Background: an optimization exercise with open tools, aiming at a short achievable clock period and few clock cycles. Do not read the settings as production practice.
The RTL was checked by simulation tests, not by an equivalence proof against the original design.
The flow treats the clock pin as an ideal source. Dropping or thinning the clock tree relies on that and would not hold on a real chip.
Power and IR drop assume default switching activity.

==> inputs of 11-14 <==
// update_scheduler
module update_scheduler #(
  parameter int unsigned DATA_BUS_WIDTH    = 64,
  parameter int unsigned ENCODE_ADDR_WIDTH = 18,
  parameter int unsigned FEATURE_LENTH     = 9,
  parameter int unsigned CMD_DEPTH         = 4,
  parameter int unsigned FEAT_DEPTH        = 32
) (
  input  logic                          clk,
  input  logic                          rst,
  input  logic                          cmd_valid,
  output logic                          cmd_ready,
  input  logic                          cmd_op,
  input  logic [ENCODE_ADDR_WIDTH-1:0]  cmd_pos,
  input  logic                          feat_valid,
  output logic                          feat_ready,
  input  logic [DATA_BUS_WIDTH-1:0]     feat_data,
  output logic                          add_anchor,
  output logic                          del_anchor,
  output logic [ENCODE_ADDR_WIDTH-1:0]  pos_encode,
  output logic [DATA_BUS_WIDTH-1:0]     feature_in,
  input  logic                          add_done,
  input  logic                          del_done,
  output logic                          busy,
  output logic                          cmp_valid,
  output logic                          cmp_op,
  output logic [$clog2(CMD_DEPTH):0]    cmd_level
);
  localparam int unsigned AW  = ENCODE_ADDR_WIDTH;
  localparam int unsigned DW  = DATA_BUS_WIDTH;
  localparam int unsigned LW  = $clog2(CMD_DEPTH) + 1;
  localparam int unsigned RW  = $clog2(FEATURE_LENTH);
  localparam int unsigned CD  = CMD_DEPTH;
  localparam int unsigned FD  = FEAT_DEPTH;
  logic           cmd_acc, feat_acc;
  logic           cs_v, cs_op;
  logic [AW-1:0]  cs_pos;
  ...
export LEC_CHECK = 0
export CAP_MARGIN = 20
export CORE_MARGIN = 2
export CORE_UTILIZATION = 65
export SETUP_SLACK_MARGIN = 3.5
export SLEW_MARGIN = 20
export TNS_END_PERCENT = 5
create_clock -name core_clock -period 4.2 [get_ports {clk}]
standard.sh (not shown) runs the stock make flow with config.mk's settings and CLKGATE_MAP_FILE= SYNTH_SCRIPT=/design/flow/synth_recipe.tcl, a recipe that flattens the netlist after the stock synthesis.
==> flow/flow/run.sh <==
#!/bin/bash
# Standard ORFS layout with three changes: the clock tree is built by
# flow/mycts.tcl (via the PRE_CTS hook) instead of TritonCTS, the port
# buffers are plain buffers, and the resizer may change a cell's footprint.
set -euo pipefail
W=$PWD
bash standard.sh PRE_CTS_TCL="$W/flow/pre_cts.tcl" \
  BUFFER_PORTS_ARGS="-buffer_cell sky130_fd_sc_hd__buf_4" \
  MATCH_CELL_FOOTPRINT=0 finish > "$W/run_orfs.log" 2>&1
Other scripts of this flow, unchanged in this note and not shown: flow/flow/mycts.tcl, flow/flow/pre_cts.tcl
==> 02-04: changes against 11-14 <==
--- a/flow/design.v
+++ b/flow/design.v
@@ -97,17 +97,18 @@
   logic           cs_v, cs_op;
   logic [AW-1:0]  cs_pos;
   logic           ws_v;
   logic [DW-1:0]  ws_d;
   logic [CD-1:0]  lth_q, lth_d;    
   logic [LW-1:0]  lvl_q, lvl_d;
-  logic           cfull_q;
+  logic           cfull_q;        
   logic [FD-1:0]  cth_q, cth_d;    
-  logic           ffull_q;
-  assign cmd_acc  = cmd_valid && !cfull_q;
-  assign feat_acc = feat_valid && !ffull_q;
+  logic [$clog2(FD):0] wcnt_q, wcnt_d;
+  logic           ffull_q;        
+  assign cmd_acc  = cmd_valid && !lth_q[CD-1];
+  assign feat_acc = feat_valid && !cth_q[FD-1];
   always_ff @(posedge clk or posedge rst) begin
     if (rst) begin
       cs_v <= 1'b0;
       ws_v <= 1'b0;
     end else begin
       cs_v <= cmd_acc;
@@ -126,40 +127,52 @@
   logic [AW-1:0]  pos_q;
   logic [DW-1:0]  feat_q;
   logic [RW-1:0]  rem_q, rem_d;
   logic           wpop_q, wpop_d;
   logic           timeout;
   logic [CD-1:0]  cq_v, cq_v_sh, cq_v_d;
+  logic [CD-1:0]  csh_q, cld_q;
+  logic           cpend_q;
   logic           cq_op  [CD];
   logic [AW-1:0]  cq_pos [CD];
-  logic           cq_op_d  [CD];
-  logic [AW-1:0]  cq_pos_d [CD];
+  logic           head_op_d;
   always_comb begin
-    cq_v_sh = iss_q ? (cq_v >> 1) : cq_v;
+    cq_v_sh = cpend_q ? (cq_v >> 1) : cq_v;
     cq_v_d  = cs_v ? ((cq_v_sh << 1) | CD'(1)) : cq_v_sh;
-    for (int i = 0; i < CD; i++) begin
-      if (iss_q && i + 1 < CD && cq_v[(i + 1) % CD]) begin
-        cq_op_d[i]  = cq_op[(i + 1) % CD];
-        cq_pos_d[i] = cq_pos[(i + 1) % CD];
-      end else if (!iss_q && cq_v[i]) begin
-        cq_op_d[i]  = cq_op[i];
-        cq_pos_d[i] = cq_pos[i];
-      end else begin
-        cq_op_d[i]  = cs_op;
-        cq_pos_d[i] = cs_pos;
+    if (cpend_q) head_op_d = cq_v[1 % CD] ? cq_op[1 % CD] : cs_op;
+    else         head_op_d = cq_v[0] ? cq_op[0] : cs_op;
+  end
+  always_ff @(posedge clk or posedge rst) begin
+    if (rst) begin
+      cq_v    <= '0;
+      cpend_q <= 1'b0;
+      csh_q   <= '0;
+      cld_q   <= '0;
+    end else begin
+      cq_v    <= cq_v_d;
+      cpend_q <= iss_q;
+      for (int i = 0; i < CD; i++) begin
+        if (i + 1 < CD) begin
+          csh_q[i] <= iss_q && cq_v_d[(i + 1) % CD];
+          cld_q[i] <= iss_q ? !cq_v_d[(i + 1) % CD] : !cq_v_d[i];
+        end else begin
+          csh_q[i] <= 1'b0;
+          cld_q[i] <= iss_q || !cq_v_d[i];
+        end
       end
     end
-  end
-  always_ff @(posedge clk or posedge rst) begin
-    if (rst) cq_v <= '0;
-    else     cq_v <= cq_v_d;
   end
   always_ff @(posedge clk) begin
     for (int i = 0; i < CD; i++) begin
-      cq_op[i]  <= cq_op_d[i];
-      cq_pos[i] <= cq_pos_d[i];
+      if (csh_q[i]) begin
+        cq_op[i]  <= cq_op[(i + 1) % CD];
+        cq_pos[i] <= cq_pos[(i + 1) % CD];
+      end else if (cld_q[i]) begin
+        cq_op[i]  <= cs_op;
+        cq_pos[i] <= cs_pos;
+      end
     end
   end
   logic [FD-1:0]  wq_v, wq_v_sh, wq_v_d;
   logic [FD-1:0]  wsh_q, wld_q;
   logic [DW-1:0]  wq [FD];
   logic           pend_q;
@@ -196,40 +209,46 @@
     end
   end
   always_comb begin
     if (cmd_acc && !iss_q)      lth_d = {lth_q[CD-2:0], 1'b1};
     else if (!cmd_acc && iss_q) lth_d = {1'b0, lth_q[CD-1:1]};
     else                        lth_d = lth_q;
-    lvl_d = '0;
-    for (int k = 0; k < CD; k++) lvl_d = lvl_d + LW'(lth_d[k]);
+    if (cmd_acc && !iss_q)      lvl_d = lvl_q + 1'b1;
+    else if (!cmd_acc && iss_q) lvl_d = lvl_q - 1'b1;
+    else                        lvl_d = lvl_q;
+    if (feat_acc && !wpop_q)      wcnt_d = wcnt_q + 1'b1;
+    else if (!feat_acc && wpop_q) wcnt_d = wcnt_q - 1'b1;
+    else                          wcnt_d = wcnt_q;
     if (feat_acc && !wpop_q)      cth_d = {cth_q[FD-2:0], 1'b1};
     else if (!feat_acc && wpop_q) cth_d = {1'b0, cth_q[FD-1:1]};
     else                          cth_d = cth_q;
   end
   always_ff @(posedge clk or posedge rst) begin
     if (rst) begin
       lth_q   <= '0;
       lvl_q   <= '0;
       cfull_q <= 1'b0;
       cth_q   <= '0;
+      wcnt_q  <= '0;
       ffull_q <= 1'b0;
     end else begin
       lth_q   <= lth_d;
       lvl_q   <= lvl_d;
-      cfull_q <= lth_d[CD-1];
+      cfull_q <= (lvl_d == LW'(CD));
       cth_q   <= cth_d;
-      ffull_q <= cth_d[FD-1];
+      wcnt_q  <= wcnt_d;
+      ffull_q <= (wcnt_d == ($clog2(FD) + 1)'(FD));
     end
   end
   logic done_match, dn, cmp_d, busy_d, free_d, iss_d, head_del_d, words_ok_d;
   assign done_match = busy_q && !cmp_q && (op_q ? del_done : add_done);
   assign dn         = dseen_q || done_match;
   assign cmp_d      = (busy_q && !cmp_q && dn && (rem_q <= RW'(1))) || timeout;
   assign busy_d     = iss_q || (busy_q && !cmp_q);
   assign free_d     = !busy_d || cmp_d;
-  assign head_del_d = cq_op_d[0];
+  assign head_del_d = head_op_d;
   assign words_ok_d = wpop_q ? cth_q[FEATURE_LENTH] : cth_q[FEATURE_LENTH-1];
   assign iss_d      = free_d && cq_v_d[0] && (head_del_d || words_ok_d);
   assign rem_d      = iss_add_q ? RW'(FEATURE_LENTH - 1) :
                       (rem_q != '0) ? rem_q - 1'b1 : '0;
   assign wpop_d     = (iss_d && !head_del_d) || (rem_d != '0);
   always_ff @(posedge clk or posedge rst) begin
- SETUP_SLACK_MARGIN: 3.5 -> 2.5
- TNS_END_PERCENT: 5 -> 20
==> notes <==
11-14 finished clean. 02-04 ran to the end with no violations. In 02-04 the critical path depth is lower than in 11-14, by 9. Against 02-04, the wire length of 11-14 is larger by 4.7%. Register-to-register slack: 11-14 is lower than 02-04 (120 ps). Between 11-14 and 02-04, the lower utilization is in 02-04 (gap 2.0 points). In clock power, 02-04 and 11-14 hardly differ. In 02-04 the global-route usage is lower than in 11-14, by 0.20 points.
Testbench counts of 11-14, summed over its fixed seeds: cycles 18,115.
Testbench counts of 02-04, summed over its fixed seeds: cycles 18,115.
In every run of this note, the design's own scripts or RTL, not TritonCTS, make the clock network.

-- separate check: timing with driven ports --
The results above use ideal ports. As a check the final layouts listed here were re-extracted and re-timed, cells and wires unchanged.
Step 1 assumes that a clkbuf_16 drives the clock port and a buf_2 every other input.
Step 2 times the ports against the registers' clock, not the clock port: input delays grow and output delays shrink by t, the midpoint of the rising clock arrivals with the driver on.
a / b / c = ideal / step 1 / step 2; a / b = the first two.
| run | t (ns) | setup slack, ns | clock arrival spread, ns |
|---|---|---|---|
| 11-14 | 0.700 | 2.176 / 2.045 / 1.643 | 0.030 / 0.029 |
| 02-04 | 0.710 | 2.242 / 2.071 / 1.798 | 0.027 / 0.027 |
After both steps every run listed still meets setup and hold. The setup slack of 11-14, which loses most, moves by -0.131 ns with the drivers and by -0.533 ns with both steps.
